From an optimization exercise on the open Yosys and OpenROAD flow, aimed at small area and a short achievable clock period; shortcuts taken in it are not production practice. Function was not checked in any run shown here: the RTL went through the layout flow alone. Power is estimated from default activity; no workload was simulated.

==> flow/design.v <==
package crph_pkg;
  localparam int NUM_BUCKETS_DEF = 400;
  localparam logic [1:0] STATUS_CITY   = 2'd0;
  localparam logic [1:0] STATUS_ACCEPT = 2'd1;
  localparam logic [1:0] STATUS_ERROR  = 2'd2;
  localparam logic [7:0] CH_ZERO  = 8'h30;
  localparam logic [7:0] CH_NINE  = 8'h39;
  localparam logic [7:0] CH_COMMA = 8'h2C;
  localparam logic [7:0] CH_QUOTE = 8'h22;
  localparam logic [7:0] CH_PAREN = 8'h28;
  localparam logic [19:0] RANK_MAX = 20'hFFFFF;
  localparam logic [31:0] POP_MAX  = 32'hFFFFFFFF;
  localparam logic [9:0]  LEN_MAX  = 10'd1023;
  typedef struct packed {
    logic [1:0]  status;
    logic [7:0]  city_byte;
    logic [19:0] rank;
    logic [31:0] population;
    logic [9:0]  city_length;
    logic [8:0]  index_by_length;
    logic [8:0]  index_by_sum;
    logic [8:0]  index_by_product;
  } result_t;
  function automatic int idx_width(input int ts);
    if (ts > 1) idx_width = $clog2(ts);
    else idx_width = 1;
  endfunction
endpackage
`default_nettype none
module csv_record_parse_and_hash #(
  parameter int NUM_BUCKETS = crph_pkg::NUM_BUCKETS_DEF
) (
  input  logic         clk,
  input  logic         rst_n,
  input  logic         in_tvalid,
  output logic         in_tready,
  input  logic [7:0]   in_tdata,    
  input  logic         in_tlast,    
  output logic         out_tvalid,
  input  logic         out_tready,
  output logic [103:0] out_tdata,   
  output logic [1:0]   out_tuser    
);
  logic        skid_v;           
  logic [7:0]  skid_b;
  logic        skid_l;
  logic        out_v;            
  logic        out_acc;          
  logic        out_err;          
  logic        out_gp;           
  logic        out_gc;           
  logic [19:0] q_rank;           
  logic        q_rsat;           
  logic [31:0] q_pop;
  logic        q_psat;           
  logic        s_start, s_rank, s_ocity, s_city, s_acity, s_popen, s_pop, s_skip;
  logic [19:0] rank;             
  logic        rank_sat;
  logic [15:0] acc_lo;
  logic [15:0] acc_hi;
  logic [3:0]  acc_c;            
  logic        acc_hp;           
  logic        acc_sat;          
  logic [9:0]  len;
  logic [8:0]  sum;
  logic [8:0]  px;               
  logic        cb_r;             
  logic        p2_r;             
  logic        p3_r;             
  logic        cpend;            
  logic       ob_free;
  logic [7:0] b;
  logic       last;
  logic       bv;
  logic       is_digit, is_comma, is_quote, is_paren;
  logic [3:0] digit;
  logic       emit;
  logic       acc_word;
  logic       city_word;
  logic       commit;
  assign ob_free = !out_v || out_tready;
  assign b       = skid_v ? skid_b : in_tdata;
  assign last    = skid_v ? skid_l : in_tlast;
  assign bv      = skid_v || in_tvalid;
  assign is_digit = (b[7:4] == 4'h3) && (b[3:0] <= 4'd9);
  assign is_comma = (b == crph_pkg::CH_COMMA);
  assign is_quote = (b == crph_pkg::CH_QUOTE);
  assign is_paren = (b == crph_pkg::CH_PAREN);
  assign digit    = b[3:0];
  logic go_rank, go_ocity, go_city, go_acity, go_popen, go_pop, stay_city;
  assign go_rank   = is_digit && (s_start || s_rank);
  assign go_ocity  = is_comma && s_rank;
  assign go_city   = is_quote && s_ocity;
  assign stay_city = !is_quote && s_city;
  assign go_acity  = is_quote && s_city;
  assign go_popen  = is_comma && s_acity;
  assign go_pop    = (is_quote && s_popen) || ((is_digit || is_comma) && s_pop);
  assign acc_word  = (is_paren && s_popen) || (is_quote && s_pop);
  assign city_word = !last && stay_city;
  assign emit      = last ? !s_skip
                          : !(go_rank || go_ocity || go_city || go_acity || go_popen || go_pop || s_skip);
  assign commit = bv && (ob_free || !emit);
  always_ff @(posedge clk) begin
    if (!rst_n) begin
      skid_v <= 1'b0;
      out_v  <= 1'b0;
      s_start <= 1'b1;
      {s_rank, s_ocity, s_city, s_acity, s_popen, s_pop, s_skip} <= '0;
    end else begin
      skid_v <= bv && emit && !ob_free;
      if (ob_free) out_v <= bv && emit;
      if (commit) begin
        s_start <= last;
        s_rank  <= !last && go_rank;
        s_ocity <= !last && go_ocity;
        s_city  <= !last && (go_city || stay_city);
        s_acity <= !last && go_acity;
        s_popen <= !last && go_popen;
        s_pop   <= !last && go_pop;
        s_skip  <= !last && !(go_rank || go_ocity || go_city || stay_city || go_acity || go_popen || go_pop);
      end
    end
  end
  logic        acc_clr;          
  logic        acc_step;         
  logic        acc_aux;          
  logic [19:0] lo_mul;
  logic [19:0] hi_mul;
  logic [15:0] hi_eff;
  logic        sat_eff;
  assign acc_clr  = !rst_n || (commit && (last || s_popen));
  assign acc_step = commit && is_digit && (s_start || s_rank || s_pop);
  assign acc_aux  = s_city || s_acity;
  logic [19:0] lo_x10, lo_x10p;
  logic [4:0]  lo_low;
  assign lo_x10   = (20'(acc_lo) << 3) + (20'(acc_lo) << 1);
  assign lo_x10p  = (20'(acc_lo) << 3) + (20'(acc_lo) << 1) + 20'd16;
  assign lo_low   = {1'b0, lo_x10[3:0]} + {1'b0, digit};
  assign lo_mul   = {lo_low[4] ? lo_x10p[19:4] : lo_x10[19:4], lo_low[3:0]};
  assign hi_mul   = (20'(acc_hi) << 3) + (20'(acc_hi) << 1) + 20'(acc_c);
  assign hi_eff   = acc_hp ? hi_mul[15:0] : acc_hi;
  assign sat_eff  = acc_sat || (acc_hp && (acc_hi > 16'd6553 || (acc_hi == 16'd6553 && acc_c >= 4'd6)));
  logic [7:0] cbyte;
  logic [4:0] c_h;
  logic [4:0] c25;
  logic [5:0] c_t;
  logic [6:0] c_t25, c_t50;
  always_comb begin
    unique case (cbyte[7:5])
      3'd0: c_h = 5'd0;
      3'd1: c_h = 5'd7;
      3'd2: c_h = 5'd14;
      3'd3: c_h = 5'd21;
      3'd4: c_h = 5'd3;
      3'd5: c_h = 5'd10;
      3'd6: c_h = 5'd17;
      default: c_h = 5'd24;
    endcase
  end
  assign cbyte = q_rank[7:0];
  assign c_t   = 6'(cbyte[4:0]) + 6'(c_h);
  assign c_t25 = {1'b0, c_t} - 7'd25;
  assign c_t50 = {1'b0, c_t} - 7'd50;
  assign c25   = !c_t50[6] ? c_t50[4:0] : !c_t25[6] ? c_t25[4:0] : c_t[4:0];
  logic [3:0] a16, b16, p_r16;
  logic [4:0] a25, b25;
  logic [5:0] sq_s, sq_d;
  logic [4:0] sq_fs, sq_fd, r16_h;
  logic [6:0] k_t;
  logic [6:0] k_t25, k_t50;
  logic [4:0] k;
  assign a16   = px[8:5];
  assign a25   = px[4:0];
  assign b16   = cbyte[3:0];
  assign b25   = acc_lo[4:0];
  assign sq_s  = 6'(a25) + 6'(b25);
  assign sq_d  = 6'(a25) - 6'(b25);
  assign p_r16 = 4'(a16 * b16);
  always_comb begin
    unique case (sq_s)
      6'd0: sq_fs = 5'd0;
      6'd1: sq_fs = 5'd9;
      6'd2: sq_fs = 5'd11;
      6'd3: sq_fs = 5'd6;
      6'd4: sq_fs = 5'd19;
      6'd5: sq_fs = 5'd0;
      6'd6: sq_fs = 5'd24;
      6'd7: sq_fs = 5'd16;
      6'd8: sq_fs = 5'd1;
      6'd9: sq_fs = 5'd4;
      6'd10: sq_fs = 5'd0;
      6'd11: sq_fs = 5'd14;
      6'd12: sq_fs = 5'd21;
      6'd13: sq_fs = 5'd21;
      6'd14: sq_fs = 5'd14;
      6'd15: sq_fs = 5'd0;
      6'd16: sq_fs = 5'd4;
      6'd17: sq_fs = 5'd1;
      6'd18: sq_fs = 5'd16;
      6'd19: sq_fs = 5'd24;
      6'd20: sq_fs = 5'd0;
      6'd21: sq_fs = 5'd19;
      6'd22: sq_fs = 5'd6;
      6'd23: sq_fs = 5'd11;
      6'd24: sq_fs = 5'd9;
      6'd25: sq_fs = 5'd0;
      6'd26: sq_fs = 5'd9;
      6'd27: sq_fs = 5'd11;
      6'd28: sq_fs = 5'd6;
      6'd29: sq_fs = 5'd19;
      6'd30: sq_fs = 5'd0;
      6'd31: sq_fs = 5'd24;
      6'd32: sq_fs = 5'd16;
      6'd33: sq_fs = 5'd1;
      6'd34: sq_fs = 5'd4;
      6'd35: sq_fs = 5'd0;
      6'd36: sq_fs = 5'd14;
      6'd37: sq_fs = 5'd21;
      6'd38: sq_fs = 5'd21;
      6'd39: sq_fs = 5'd14;
      6'd40: sq_fs = 5'd0;
      6'd41: sq_fs = 5'd4;
      6'd42: sq_fs = 5'd1;
      6'd43: sq_fs = 5'd16;
      6'd44: sq_fs = 5'd24;
      6'd45: sq_fs = 5'd0;
      6'd46: sq_fs = 5'd19;
      6'd47: sq_fs = 5'd6;
      6'd48: sq_fs = 5'd11;
      6'd49: sq_fs = 5'd9;
      6'd50: sq_fs = 5'd0;
      6'd51: sq_fs = 5'd9;
      6'd52: sq_fs = 5'd11;
      6'd53: sq_fs = 5'd6;
      6'd54: sq_fs = 5'd19;
      6'd55: sq_fs = 5'd0;
      6'd56: sq_fs = 5'd24;
      6'd57: sq_fs = 5'd16;
      6'd58: sq_fs = 5'd1;
      6'd59: sq_fs = 5'd4;
      6'd60: sq_fs = 5'd0;
      6'd61: sq_fs = 5'd14;
      6'd62: sq_fs = 5'd21;
      6'd63: sq_fs = 5'd21;
      default: sq_fs = '0;
    endcase
  end
  always_comb begin
    unique case (sq_d)
      6'd0: sq_fd = 5'd0;
      6'd1: sq_fd = 5'd9;
      6'd2: sq_fd = 5'd11;
      6'd3: sq_fd = 5'd6;
      6'd4: sq_fd = 5'd19;
      6'd5: sq_fd = 5'd0;
      6'd6: sq_fd = 5'd24;
      6'd7: sq_fd = 5'd16;
      6'd8: sq_fd = 5'd1;
      6'd9: sq_fd = 5'd4;
      6'd10: sq_fd = 5'd0;
      6'd11: sq_fd = 5'd14;
      6'd12: sq_fd = 5'd21;
      6'd13: sq_fd = 5'd21;
      6'd14: sq_fd = 5'd14;
      6'd15: sq_fd = 5'd0;
      6'd16: sq_fd = 5'd4;
      6'd17: sq_fd = 5'd1;
      6'd18: sq_fd = 5'd16;
      6'd19: sq_fd = 5'd24;
      6'd20: sq_fd = 5'd0;
      6'd21: sq_fd = 5'd19;
      6'd22: sq_fd = 5'd6;
      6'd23: sq_fd = 5'd11;
      6'd24: sq_fd = 5'd9;
      6'd25: sq_fd = 5'd0;
      6'd26: sq_fd = 5'd9;
      6'd27: sq_fd = 5'd11;
      6'd28: sq_fd = 5'd6;
      6'd29: sq_fd = 5'd19;
      6'd30: sq_fd = 5'd0;
      6'd31: sq_fd = 5'd24;
      6'd32: sq_fd = 5'd16;
      6'd33: sq_fd = 5'd24;
      6'd34: sq_fd = 5'd0;
      6'd35: sq_fd = 5'd19;
      6'd36: sq_fd = 5'd6;
      6'd37: sq_fd = 5'd11;
      6'd38: sq_fd = 5'd9;
      6'd39: sq_fd = 5'd0;
      6'd40: sq_fd = 5'd9;
      6'd41: sq_fd = 5'd11;
      6'd42: sq_fd = 5'd6;
      6'd43: sq_fd = 5'd19;
      6'd44: sq_fd = 5'd0;
      6'd45: sq_fd = 5'd24;
      6'd46: sq_fd = 5'd16;
      6'd47: sq_fd = 5'd1;
      6'd48: sq_fd = 5'd4;
      6'd49: sq_fd = 5'd0;
      6'd50: sq_fd = 5'd14;
      6'd51: sq_fd = 5'd21;
      6'd52: sq_fd = 5'd21;
      6'd53: sq_fd = 5'd14;
      6'd54: sq_fd = 5'd0;
      6'd55: sq_fd = 5'd4;
      6'd56: sq_fd = 5'd1;
      6'd57: sq_fd = 5'd16;
      6'd58: sq_fd = 5'd24;
      6'd59: sq_fd = 5'd0;
      6'd60: sq_fd = 5'd19;
      6'd61: sq_fd = 5'd6;
      6'd62: sq_fd = 5'd11;
      6'd63: sq_fd = 5'd9;
      default: sq_fd = '0;
    endcase
  end
  assign r16_h[0] = (p_r16 == 4'd1) |
      (p_r16 == 4'd4) |
      (p_r16 == 4'd5) |
      (p_r16 == 4'd8) |
      (p_r16 == 4'd11) |
      (p_r16 == 4'd12) |
      (p_r16 == 4'd15);
  assign r16_h[1] = (p_r16 == 4'd1) |
      (p_r16 == 4'd2) |
      (p_r16 == 4'd4) |
      (p_r16 == 4'd7) |
      (p_r16 == 4'd10) |
      (p_r16 == 4'd12) |
      (p_r16 == 4'd13) |
      (p_r16 == 4'd15);
  assign r16_h[2] = (p_r16 == 4'd2) |
      (p_r16 == 4'd5) |
      (p_r16 == 4'd8) |
      (p_r16 == 4'd11) |
      (p_r16 == 4'd12) |
      (p_r16 == 4'd14) |
      (p_r16 == 4'd15);
  assign r16_h[3] = (p_r16 == 4'd1) |
      (p_r16 == 4'd3) |
      (p_r16 == 4'd8) |
      (p_r16 == 4'd9) |
      (p_r16 == 4'd10) |
      (p_r16 == 4'd15);
  assign r16_h[4] = (p_r16 == 4'd2) |
      (p_r16 == 4'd4) |
      (p_r16 == 4'd6) |
      (p_r16 == 4'd9) |
      (p_r16 == 4'd11) |
      (p_r16 == 4'd13);
  assign k_t   = 7'(acc_lo[9:5]) - 7'(acc_lo[4:0]) - 7'(acc_lo[14:10]);
  assign k_t25 = k_t + 7'd25;
  assign k_t50 = k_t + 7'd50;
  assign k     = !k_t[6] ? k_t[4:0] : !k_t25[6] ? k_t25[4:0] : k_t50[4:0];
  always_ff @(posedge clk) begin
    acc_hp <= acc_step && !acc_clr;
    if (acc_step && !acc_clr) begin
      acc_lo <= lo_mul[15:0];
      acc_c  <= lo_mul[19:16];
    end else if (acc_clr) begin
      acc_lo <= '0;
    end else if (acc_aux && p2_r) begin
      acc_lo[9:0] <= {sq_fs, sq_fd};
    end else if (acc_aux && cb_r && !cpend && len == 10'd1) begin
      acc_lo[14:10] <= r16_h;
      acc_lo[4:0]   <= c25;
    end
    if (acc_clr) begin
      acc_hi  <= '0;
      acc_sat <= 1'b0;
    end else begin
      acc_hi  <= hi_eff;
      acc_sat <= sat_eff;
    end
    if (s_rank) begin
      rank     <= {hi_eff[3:0], acc_lo};
      rank_sat <= sat_eff || (acc_hp ? (acc_hi >= 16'd2 || (acc_hi == 16'd1 && acc_c >= 4'd6))
                                     : acc_hi >= 16'd16);
    end
  end
  logic [8:0]  sum_base;
  logic [9:0]  sum_add;
  logic [10:0] sum_sub;          
  assign sum_base = cpend ? 9'd0 : sum;
  assign sum_add  = 10'(sum_base) + 10'(cbyte);
  assign sum_sub  = 11'(sum_base) + 11'(cbyte) - 11'd400;
  always_ff @(posedge clk) begin
    cb_r <= commit && stay_city;
    p2_r <= cb_r && !cpend && len == 10'd1;
    p3_r <= p2_r;
    if (commit && s_ocity) begin
      cpend <= 1'b1;
    end else if (cb_r) begin
      cpend <= 1'b0;
    end
    if (cb_r) begin
      if (cpend) len <= 10'd1;
      else if (len != crph_pkg::LEN_MAX) len <= len + 10'd1;
      sum <= sum_sub[10] ? sum_add[8:0] : sum_sub[8:0];
    end
    if (cb_r && cpend) begin
      px <= {cbyte[3:0], c25};
    end else if (cb_r && len == 10'd1) begin
      px[8:5] <= p_r16;
    end else if (p3_r) begin
      px[4:0] <= k;
    end
  end
  always_ff @(posedge clk) begin
    if (!skid_v) begin
      skid_b <= in_tdata;
      skid_l <= in_tlast;
    end
    if (ob_free) begin
      out_acc <= acc_word;
      out_err <= !acc_word && !city_word;
      out_gp  <= acc_word && s_pop;
      out_gc  <= acc_word && !cpend;
      q_rank  <= {rank[19:8], s_city ? b : rank[7:0]};
      q_rsat  <= rank_sat;
      q_pop   <= {hi_eff, acc_lo};
      q_psat  <= sat_eff;
    end
  end
  logic [5:0] len_m800;           
  logic [6:0] len_m400;           
  logic [8:0] len_idx;
  assign len_m800 = {1'b0, len[9:5]} - 6'd25;
  assign len_m400 = {1'b0, len[9:4]} - 7'd25;
  assign len_idx  = !len_m800[5] ? {len_m800[3:0], len[4:0]} :
                    !len_m400[6] ? {len_m400[4:0], len[3:0]} : len[8:0];
  logic [8:0] prod_idx;
  assign prod_idx = (len[9:1] == 9'd0) ? 9'd0 : {px[4:0], px[8:5]};
  logic out_city;
  assign out_city = !out_acc && !out_err;
  assign in_tready  = !skid_v;
  assign out_tvalid = out_v;
  assign out_tuser  = {out_err, out_acc};
  assign out_tdata  = {7'd0,
                       prod_idx    & {9{out_gc}},
                       sum         & {9{out_gc}},
                       len_idx     & {9{out_gc}},
                       len         & {10{out_gc}},
                       (q_pop  | {32{q_psat}}) & {32{out_gp}},
                       (q_rank | {20{q_rsat}}) & {20{out_acc}},
                       q_rank[7:0] & {8{out_city}}};
endmodule
`default_nettype wire
==> flow/flow/run.sh <==
#!/bin/bash
# The standard layout (standard.sh), with the port buffers made of the smallest
# plain buffer instead of the resizer's default choice. Every input and output
# port still gets its own buffer.
set -euo pipefail
export BUFFER_PORTS_ARGS="-buffer_cell sky130_fd_sc_hd__buf_1"
bash standard.sh > standard_flow.log 2>&1
==> flow/standard.sh <==
#!/bin/bash
# synth_recipe.tcl (not shown) runs the flow's synth.tcl, then flattens the netlist and writes it again
# the make line also repeats each setting of config.mk as NAME=value (left out here)
make -C /OpenROAD-flow-scripts/flow DESIGN_CONFIG=/design/flow/config.mk WORK_HOME=/design/flow/orfs CLKGATE_MAP_FILE= SYNTH_SCRIPT=/design/flow/synth_recipe.tcl "${@:-finish}"
==> flow/config.mk <==
export PLATFORM = sky130hd
export DESIGN_NAME = csv_record_parse_and_hash
export DESIGN_NICKNAME = csv_record_parse_and_hash
export VERILOG_FILES = /design/flow/design.v
export SDC_FILE = /design/flow/constraint.sdc
export NUM_CORES = 4
export LEC_CHECK = 0
export CAP_MARGIN = 20
export CORE_MARGIN = 2
export CORE_UTILIZATION = 60
export CTS_BUF_LIST = sky130_fd_sc_hd__clkbuf_4 sky130_fd_sc_hd__clkbuf_8
export PLACE_DENSITY = 0.75
export SETUP_SLACK_MARGIN = 2.0
export SLEW_MARGIN = 20
==> flow/constraint.sdc <==
create_clock -name core_clock -period 5.5 [get_ports {clk}]
set_input_delay 1.1000 -clock core_clock [delete_from_list [all_inputs] [get_ports {clk}]]
set_output_delay 1.1000 -clock core_clock [all_outputs]
set_load 0.01 [all_outputs]
==> results.toml, run 1 <==
[run_status]
status = "finished clean"

[power]
pwr-share-comb_pct = 56.5
p_leak_nw = 6.074
seqPwrFrac_pct = 28.3
power_density_nw_per_um2 = 388.1
pwr-share-clk_pct = 15.2
p_int_w = 0.003275
p_sw_share_pct = 43.54
vdd.ir_drop.worst_mv = 0.3120
power.switching_w = 0.002526

[logic_synthesis]
avgSynthCellArea_um2 = 9.497
synthCells = 1385
ys_types = 90
synth_top_family_by_area = "compound AO/OA/AOI/OAI gates"
synth_area_leaders = "edfxtp_1, ha_1, dfxtp_1"
ys_async_sr_fraction_pct = 0
synth.cell_area_um2 = 13150
synthAdderAreaFrac_pct = 14.31
synth-edff-count = 127
ys_ff_latch = 168
muxShareOfSynthArea_pct = 3.938
synth-main-ff-cell = "edfxtp_1"
yosys.area_share.xor_xnor_pct = 5.783
synth_compound_area_share_pct = 19.99
synthSimpleGateAreaFrac_pct = 15.90
netlist.area_leader.share_pct = 28.99
seq_area_frac_synth_pct = 35.23
synth_area_leader_cell = "edfxtp_1"
yosysWarnings = 1

[finish]
drive_gt1_share_pct = 14.30
n_fill_cell = 1718
multi_input_area_um2 = 8288
area_growth_pct = 13.64
design_area_um2 = 14950
num-nets-final = 1680
postLayoutCoreUtil_pct = 68.92
diodes = 0
final_cell_mix = "edfxtp_1, ha_1, nand2_1"
final_common_cell = "edfxtp_1"
regArea_um2 = 4639

[routing]
wl_met1_um = 15370
avgViaCountPerCell = 6.154
route.met2.wl_um = 15970
routed.top_layer = "met4"
first_iter_violations = 1145
drcViolationCount = 0
drt_pass1_iterations = 5
wl_um = 34360
wl_met3_um = 2185
num_vias = 11190
wl_per_cell_um = 18.90
drtAntennaViolNets = 0

[critical_path]
startpoint_type = "flip-flop"
worstPathArrival_ns = 3.75
worst-path-max-fanout = 2
criticalPathCategory = "reg2reg"
end_kind = "flip-flop"
startpoint = "acc_lo[0]"
cp_data_required_time_ns = 5.69
r2r-start = "acc_lo[0]"

[timing]
slew_violations = 0
period_share_pct = 64.75
hold_viol_final = 0
clock_skew_ns = 0.01920
fmax_mhz = 280.8
fin_setup_tns_ns = 0
rsz0062_at_grt = "yes"
period_minus_slack_ns = 3.561
finalSetupViolations = 0
tightest_slew_ns = 0.9267
relSlewSlack_pct = 38.22

[global_routing]
grt_pass1_vias = 10460
grt_antenna_before_repair = 0
grt_max_degree = 61
overflow = 0
track_usage_pct = 28.63
grt_pass1_wl_um = 54210

[floorplan]
num_rows = 54
core_um2 = 21690
io_pins = 121
initial_core_util_pct = 60.65
die_h_um = 152.1
die_area_um2 = 23120
die_w_um = 152.1

[clocking]
clock_latency_ns = 0.47
h-tree-depth = 4
hold_buffers = 0
cts_root_buffer = "clkbuf_8"
clk_pin_slew_ns = 0.10
clockBufferDepth = 2
cts_tree = "built"
numCtsBuffers = 17
cts_num_sinks = 168

[place]
io_buffers = 113
placed_cell_area_um2 = 13740
gp_congestion = 0.9349
place_hpwl_um = 23850

[worst_hold_path]
hold_path_class = "reg2reg"
min_from = "p2_r"

[job]
cap_violations = 0
## cells by family after synthesis
logic type / Yosys count
compound gates: 374
xor+xnor: 86
fa+ha+maj: 142
buf+inv: 150
flops: 168
mux: 43
other cells: 1
simple gates: 421
## layout make-up
class                           instances  share of cell area [%]
Clock buffer                           17                   1.565
Clock inverter                         15                   1.046
Tap cell                              280                   2.344
Timing Repair inverter                  1                 0.03348
Multi-Input combinational cell       1073                   55.44
Sequential cell                       168                   31.04
Timing Repair Buffer                  178                   6.320
Inverter                               86                   2.210
## worst max-delay path, cell delays in order, from the launching register on
cell and delay, ns:
edfxtp_1 0.42, buf_4 0.17, ha_2 0.20, fa_1 0.56, inv_1 0.06, ha_1 0.26, nor2b_2 0.14, o21ai_2 0.08
a21oi_2 0.19, o21ai_1 0.10, a211o_1 0.36, buf_4 0.16, a22o_1 0.23, o211ai_1 0.11, xnor2_1 0.17, mux2i_1 0.10
## state kept, by name (all words and copies together), names as in the netlist, 4 cells and up
| register | cells |
|---|---|
| q_pop | 32 |
| acc_lo | 16 |
| q_rank | 20 |
| skid_b | 8 |
| sum | 9 |
| len | 10 |
| rank | 20 |
| acc_c | 4 |
| px | 9 |
| acc_hi | 16 |
## metal layers
metal	vias up	GRT usage [%]
met5	-	0
met1	5363	40.67
li1	5315	-
met2	437	45.67
met3	73	4.763
met4	0	7.833
## final timing paths
path / depth (start not counted) / end / slack (ns)
hold reg to reg: 0 / p3_r / 0.41
setup reg to reg: 15 / px[4] / 1.94
setup / recovery: 15 / px[4] / 1.94
hold / removal: 0 / p3_r / 0.41
## through the flow
| stage | cells | setup slack, ns | power, W | hold slack, ns |
|---|---|---|---|---|
| after floorplan | 1391 | 1.923 | 0.003876 | 0.3713 |
| after detailed placement | 1730 | 1.348 | 0.004497 | 0.3831 |
| final | 1818 | 1.939 | 0.005801 | 0.4071 |
| after CTS | 1783 | 2.007 | 0.005508 | 0.4004 |
| after global routing | 1818 | 1.806 | 0.006173 | 0.4076 |
| after global placement | 1730 | 1.409 | 0.004445 | 0.3820 |
## cells in the mapped netlist (all sizes together) (11+ instances only)
| cell type | n |
|---|---|
| ha | 128 |
| edfxtp | 127 |
| nand2 | 120 |
| nor2 | 97 |
| inv | 86 |
| a21oi | 76 |
| o21a | 66 |
| xnor2 | 66 |
| o21ai | 63 |
| clkbuf | 42 |
| nor3 | 42 |
| dfxtp | 41 |
| and2 | 39 |
| nor2b | 35 |
| mux2 | 24 |
| buf | 22 |
| nand3 | 22 |
| xor2 | 20 |
| a21o | 19 |
| mux2i | 15 |
| fa | 14 |
| o22ai | 13 |
| o21bai | 12 |
| a31oi | 11 |
| nand2b | 11 |
## power groups by stage
stage | clock network, W | logic (W) | registers (W)
2_1_floorplan | 0 | 0.00225 | 0.00162
3_3_place_gp | 0 | 0.00276 | 0.00169
3_5_place_dp | 0 | 0.00281 | 0.00169
4_1_cts | 0.000882 | 0.00298 | 0.00165
5_1_grt | 0.000927 | 0.00360 | 0.00165
6_report | 0.000880 | 0.00328 | 0.00164
## what timing repair did
action | CTS | global route
buffers inserted | 21 | 33
setup endpoints to repair | 54 | 38
gates cloned | 0 | 1
resized for setup | 26 | 55
pin swaps | 10 | 20
==> run 2, diff against run 1 <==
--- a/flow/config.mk
+++ b/flow/config.mk
@@ -11,4 +11,4 @@
 export CTS_BUF_LIST = sky130_fd_sc_hd__clkbuf_4 sky130_fd_sc_hd__clkbuf_8
 export PLACE_DENSITY = 0.75
-export SETUP_SLACK_MARGIN = 2.0
+export SETUP_SLACK_MARGIN = 2.4
 export SLEW_MARGIN = 20
==> run 2 against run 1 <==
  * Power increased by 17%
  * Synthesized area unchanged
  * Critical endpoint is now acc_lo[3]
  * Critical path depth is the same
  * Still clean
  * Clock power rose by 3.2%
  * Non-clock buffer count rose by 103
  * Worst hold slack gained 0.0087 ns
  * Highest routed layer is now met5
  * Global-route usage increased by 2.8 points
  * Setup slack worse by 0.32 ns
  * Largest power group unchanged
  * Register-to-register slack lost 0.32 ns
  * Flip-flop and latch count is the same
  * Die area unchanged
==> results.toml, run 2 <==
[clocking]
numCtsBuffers = 17
cts_tree = "built"
cts_root_buffer = "clkbuf_8"
h-tree-depth = 4
clockBufferDepth = 2
clock_latency_ns = 0.50
clk_pin_slew_ns = 0.10
cts_num_sinks = 168

[timing]
fin_setup_tns_ns = 0
rsz0062_at_grt = "yes"
relSlewSlack_pct = 37.98
period_minus_slack_ns = 3.885
slew_violations = 0
whs_ns = 0.4158
finalSetupViolations = 0
hold_viol_final = 0
fmax_mhz = 257.4
period_share_pct = 70.64
clock_skew_ns = 0.03152
tightest_slew_ns = 0.9303

[power]
vdd.ir_drop.worst_mv = 0.5287
power_density_nw_per_um2 = 402.1
p_sw_share_pct = 44.06
pwr-share-comb_pct = 62.4
seqPwrFrac_pct = 24.2
p_int_w = 0.003800
pwr-share-clk_pct = 13.4
p_leak_nw = 6.895
power.switching_w = 0.002994

[critical_path]
cp.depth = 15
startpoint = "q_rank[5]"
path_cells = "buf_6, xor2_2, ha_2, inv_2, fa_2, nor2_2, nor3_2, mux2i_4, nand2_2, o32ai_1, a211o_1, a32oi_2, xnor2_1, buf_4, o221ai_2"
end_kind = "flip-flop"
crit_path_end = "acc_lo[3]"
crit_family = "adder cells"
criticalPathCategory = "reg2reg"
worst-path-max-fanout = 7
cp_data_required_time_ns = 5.70
max_stage_delay_ns = 0.67
crit_slowest_cell = "fa_2"
r2r-end = "acc_lo[3]"
path_buf_inv = 3
startpoint_type = "flip-flop"
r2r-start = "q_rank[5]"
reg2reg_slack_ns = 1.62
r2r_cells = 15
worstPathArrival_ns = 4.09

[finish]
drive_gt1_share_pct = 29.10
diodes = 0
regMostFlops = "q_pop"
area_growth_pct = 28.46
num-nets-final = 1788
final_cell_mix = "edfxtp_1, buf_4, nand2_1"
largest_reg_flops = 32
n_fill_cell = 1325
reg.largest.list = "q_pop (32), q_rank (20), rank (20)"

[logic_synthesis]
synth.cell_area_um2 = 13150
yosys-top-cells-count = "ha_1, edfxtp_1, nand2_1"
ys_ff_latch = 168
seq_area_frac_synth_pct = 35.23
synth_area_leaders = "edfxtp_1, ha_1, dfxtp_1"
yosysMostFrequentCell = "ha_1"
ys_types = 90
synth-main-ff-cell = "edfxtp_1"
synthCells = 1385
synth-edff-count = 127
netlist.area_leader.share_pct = 28.99
synth_area_leader_cell = "edfxtp_1"
yosysWarnings = 1
ys_async_sr_fraction_pct = 0
avgSynthCellArea_um2 = 9.497

[routing]
drt_pass1_iterations = 8
wl_um = 42750
avgViaCountPerCell = 6.487
first_iter_violations = 1446
drtAntennaViolNets = 0
drcViolationCount = 0
wl_per_cell_um = 22.20
num_vias = 12490

[global_routing]
grt_max_degree = 33
track_usage_pct = 31.46
overflow = 0
grt_pass1_vias = 11230
grt_antenna_before_repair = 1
grt_pass1_wl_um = 58770

[floorplan]
die_w_um = 152.1
num_rows = 54
core_um2 = 21690
initial_core_util_pct = 60.65
die_area_um2 = 23120
die_h_um = 152.1
io_pins = 121

[job]
cap_violations = 0

[worst_hold_path]
hold_path_class = "reg2reg"

[place]
gp_congestion = 0.9260
io_buffers = 113
place_hpwl_um = 23780

[run_status]
status = "finished clean"
-- run 2: kinds of logic after synthesis --
family          synth area share (%)
compound gates                 19.99
other cells                  0.02851
simple gates                   15.90
mux                            3.938
flops                          35.23
xor+xnor                       5.783
buf+inv                        4.813
fa+ha+maj                      14.31
-- run 2: final cells by class --
class                      count  area, µm²  area share, %
timing repair buffer         281       1902          11.26
inverter                      86      336.6          1.992
sequential                   168       4642          27.47
clock inverter                15      138.9         0.8219
tap                          280      350.3          2.073
timing repair inverter         1      7.507        0.04443
multi-input combinational   1078       9286          54.96
clock buffer                  17      234.0          1.385
-- run 2: worst min-delay path by stage --
stage                  start          to  slack (ns)  depth (start not counted)
detailed placement      p2_r        p3_r        0.39                          0
finish              rank[13]  q_rank[13]        0.42                          0
global placement        p2_r        p3_r        0.39                          0
floorplan               p2_r        p3_r        0.37                          0
global route        rank[13]  q_rank[13]        0.43                          0
CTS                     p2_r        p3_r        0.40                          0
-- run 2: layer usage --
metal	share of wire [%]	track usage [%]	routed length, µm	vias to the layer above
li1	-	-	-	5531
met1	39	43.14	16630	5992
met2	47	50.60	20120	779
met3	8.8	4.934	3746	189
met4	5.2	11.93	2239	2
met5	0.026	0	11	-
-- run 2: power by group through the flow --
stage | Sequential [W] | Clock (W) | Combinational, W
4_1_cts | 0.00164 | 0.000884 | 0.00345
6_report | 0.00165 | 0.000908 | 0.00424
3_5_place_dp | 0.00169 | 0 | 0.00289
2_1_floorplan | 0.00162 | 0 | 0.00231
5_1_grt | 0.00165 | 0.000943 | 0.00451
3_3_place_gp | 0.00169 | 0 | 0.00286
-- run 2: timing repair --
action                     4_1_cts  5_1_grt
pin swaps                       55      109
buffers inserted                81       77
setup endpoints to repair       90       92
resized for setup              138      180
hold buffers                     0        0
cloned                           5        2
-- run 2: stage by stage --
step	setup WS (ns)	std cells	power [W]	util, %	area [µm²]
finish	1.615	1926	0.006794	77.91	16900
global route	1.407	1926	0.007109	77.91	16900
CTS	2.057	1847	0.005973	71.36	15480
detailed placement	1.448	1729	0.004584	63.81	13840
global placement	1.525	1729	0.004546	63.81	13840
floorplan	1.923	1391	0.003931	-	13310
-- run 2: worst reg2reg max path, cell delays in order, from the launching register on --
cell and delay, ns:
edfxtp_1 0.53, buf_6 0.19, xor2_2 0.16, ha_2 0.21, inv_2 0.06, fa_2 0.67, nor2_2 0.09, nor3_2 0.26
mux2i_4 0.16, nand2_2 0.09, o32ai_1 0.10, a211o_1 0.32, a32oi_2 0.31, xnor2_1 0.20, buf_4 0.18, o221ai_2 0.09
==> run 3, diff against run 2 <==
--- a/flow/design.v
+++ b/flow/design.v
@@ -408,8 +408,6 @@
   end
   always_ff @(posedge clk) begin
-    if (!skid_v) begin
-      skid_b <= in_tdata;
-      skid_l <= in_tlast;
-    end
+    skid_b <= b;
+    skid_l <= last;
     if (ob_free) begin
       out_acc <= acc_word;
--- a/flow/config.mk
+++ b/flow/config.mk
@@ -11,4 +11,4 @@
 export CTS_BUF_LIST = sky130_fd_sc_hd__clkbuf_4 sky130_fd_sc_hd__clkbuf_8
 export PLACE_DENSITY = 0.75
-export SETUP_SLACK_MARGIN = 2.4
+export SETUP_SLACK_MARGIN = 2.0
 export SLEW_MARGIN = 20
==> run 3 against run 2 <==
  * Clock skew down 0.016 ns
  * First-iteration DRC count fell by 11%
  * Maximum frequency rose by 12%
  * Non-clock buffer count is 103 lower
  * Via count is 10% lower
  * Setup slack better by 0.41 ns
  * Die area unchanged
  * Critical path depth down 2
  * Sequential power hardly changed
  * Largest power group unchanged
==> results.toml, run 3 <==
[run_status]
status = "finished clean"

[critical_path]
end_kind = "flip-flop"
reg2reg_slack_ns = 2.03
r2r-start = "acc_lo[0]"
worstPathArrival_ns = 3.68
r2r_cells = 13
startpoint_type = "flip-flop"
r2r-end = "acc_c[2]"
worst-path-max-fanout = 5
criticalPathCategory = "reg2reg"
cp_data_required_time_ns = 5.70

[routing]
drt_pass1_iterations = 6
drcViolationCount = 0
drtAntennaViolNets = 0
num_vias = 11190
avgViaCountPerCell = 6.152
wl_per_cell_um = 18.87
wl_um = 34310
first_iter_violations = 1289

[timing]
slew_violations = 0
fmax_mhz = 288.0
relSlewSlack_pct = 26.56
finalSetupViolations = 0
clock_skew_ns = 0.01528
fin_setup_tns_ns = 0
period_minus_slack_ns = 3.472
rsz0062_at_grt = "yes"
period_share_pct = 63.12
tightest_slew_ns = 1.102
hold_viol_final = 0

[clocking]
cts_root_buffer = "clkbuf_8"
cts_num_sinks = 168
clk_pin_slew_ns = 0.09
clock_latency_ns = 0.47
clockBufferDepth = 2
h-tree-depth = 4
numCtsBuffers = 17
hold_buffers = 0
cts_tree = "built"

[logic_synthesis]
synth-main-ff-cell = "edfxtp_1"
yosysWarnings = 1
synth-edff-count = 127
ys_async_sr_fraction_pct = 0
yosysMostFrequentCell = "ha_1"
synth.cell_area_um2 = 13150
yosys-top-cells-count = "ha_1, edfxtp_1, nand2_1"
ys_ff_latch = 168
synth_area_leaders = "edfxtp_1, ha_1, dfxtp_1"
ys_types = 90
synth_area_leader_cell = "edfxtp_1"
seq_area_frac_synth_pct = 35.23
synthCells = 1385
avgSynthCellArea_um2 = 9.497
netlist.area_leader.share_pct = 28.99

[global_routing]
grtUsageMet3_pct = 4.136
grt_max_degree = 61
top_usage_layer = "met2"
overflow = 0
grt_antenna_before_repair = 0
grt_pass1_wl_um = 54100
grt_pass1_vias = 10470
use_met2_pct = 46.25
track_usage_pct = 28.70
use_met1_pct = 40.15

[finish]
diodes = 0
reg.largest.list = "q_pop (32), q_rank (20), rank (20)"
final_cell_mix = "edfxtp_1, ha_1, nand2_1"
area_growth_pct = 14.40
final_common_cell = "edfxtp_1"
num-nets-final = 1680
regMostFlops = "q_pop"
drive_gt1_share_pct = 15.73
stdcell_count = 1818
largest_reg_flops = 32

[worst_hold_path]
whs_path_depth = 0
min_to = "p3_r"
hold_path_class = "reg2reg"
min_from = "p2_r"

[floorplan]
io_pins = 121
die_area_um2 = 23120
die_w_um = 152.1
core_um2 = 21690
die_h_um = 152.1
initial_core_util_pct = 60.65
num_rows = 54

[power]
power_density_nw_per_um2 = 401.6
vdd.ir_drop.worst_mv = 0.3043
p_leak_nw = 6.114

[job]
cap_violations = 0

[place]
dp.cells = 1728
place_hpwl_um = 23740
gp_congestion = 0.9616
io_buffers = 113
==> run 3: cell counts after synthesis <==
Identical to the previous run, type by type.
==> run 3: layer usage <==
layer | share of wire, % | vias to the layer above
met1 | 44 | 5336
met4 | 2.4 | 0
met2 | 47 | 466
met5 | 0 | -
li1 | - | 5315
met3 | 6.6 | 68
==> run 3: cells by family (layout without fill, tap and decap cells) <==
kind of cell    after synthesis  in the layout  share of synthesized area, %
mux                          43             43                         3.938
simple gates                421            421                         15.90
compound gates              374            374                         19.99
xor+xnor                     86             86                         5.783
flops                       168            168                         35.23
other cells                   1              7                       0.02851
fa+ha+maj                   142            142                         14.31
buf+inv                     150            297                         4.813
==> run 3: through the flow <==
| stage | utilization (%) | hold slack, ns | instance area [µm²] | setup WS, ns | power, W |
|---|---|---|---|---|---|
| after floorplan | - | 0.3713 | 13210 | 1.923 | 0.003876 |
| after global placement | 63.30 | 0.3854 | 13730 | 1.377 | 0.004436 |
| final | 69.38 | 0.4053 | 15050 | 2.028 | 0.006043 |
| after detailed placement | 63.30 | 0.3863 | 13730 | 1.335 | 0.004504 |
| after CTS | 66.72 | 0.4045 | 14470 | 1.905 | 0.005565 |
| after global routing | 69.38 | 0.4236 | 15050 | 1.852 | 0.006413 |
==> run 3: what timing repair did <==
| action | 4_1_cts | 5_1_grt |
|---|---|---|
| cloned | 0 | 1 |
| setup endpoints to repair | 52 | 41 |
| pin swaps | 12 | 36 |
| buffers inserted | 27 | 30 |
| resized for setup | 30 | 81 |
==> run 3: layout make-up <==
cell class                 instances  area, µm²
inverter                          86      326.6
tap                              280      350.3
timing repair buffer             178      927.1
clock buffer                      19      261.5
sequential                       168       4639
timing repair inverter             1      5.005
multi-input combinational       1073       8406
fill                            1660       6640
clock inverter                    13      132.6
==> run 3: where the power goes <==
group | internal, W | switching [W] | total [W]
combinational | 0.00153 | 0.00196 | 0.00349
clock | 0.000396 | 0.000514 | 0.000911
sequential | 0.00153 | 0.000108 | 0.00164
total | 0.00346 | 0.00258 | 0.00604
==> run 3: worst max path at each step <==
stage / startpoint / to / slack, ns / cells past startpoint
2_1_floorplan: in_tdata[2] / acc_c[2] / 1.92 / 12
3_3_place_gp: in_tdata[7] / acc_lo[1] / 1.38 / 10
3_5_place_dp: in_tdata[7] / acc_lo[1] / 1.33 / 10
4_1_cts: px[0] / acc_lo[1] / 1.90 / 11
5_1_grt: acc_lo[2] / acc_lo[1] / 1.85 / 11
6_report: acc_lo[0] / acc_c[2] / 2.03 / 13
==> run 3: critical path: stages, from the launching register on <==
cell and delay, ns:
edfxtp_1 0.41, buf_6 0.15, ha_4 0.17, fa_2 0.41
a211oi_4 0.27, buf_4 0.18, o21ai_0 0.12, nand4_1 0.12
o211ai_1 0.25, nor3_4 0.27, and3_1 0.22, nand2_2 0.08
mux2i_1 0.13, or4_1 0.41

afterwards: timing with drivers on the ports:
The flow's constraints put no driver on any port. The routed layouts listed below were extracted and timed again, unchanged, in two steps. Step 1 sets driving cells, clkbuf_16 on the clock port and buf_2 on the other inputs (assumed; they add their load-dependent delay and slew). Step 2 times the ports against the registers' clock, not the clock port: input delays grow and output delays shrink by t, the midpoint of the rising clock arrivals with the driver on. Three values: ideal, step 1, step 2; two values: the first two.
run	shift t [ns]	setup WS [ns]	hold slack, ns	worst setup path after step 2	worst register clock-pin slew, ns
run 1	0.503	1.939 / 1.939 / 1.565	0.407 / 0.407 / 0.407	input to register	0.11 / 0.11
run 2	0.522	1.615 / 1.615 / 1.444	0.416 / 0.416 / 0.416	input to register	0.12 / 0.12
run 3	0.511	2.028 / 2.028 / 1.559	0.405 / 0.405 / 0.405	input to register	0.10 / 0.10
After both steps every run listed still meets setup and hold. The setup slack of run 3, which loses most, moves by 0.000 ns with the drivers and by -0.469 ns with both steps.
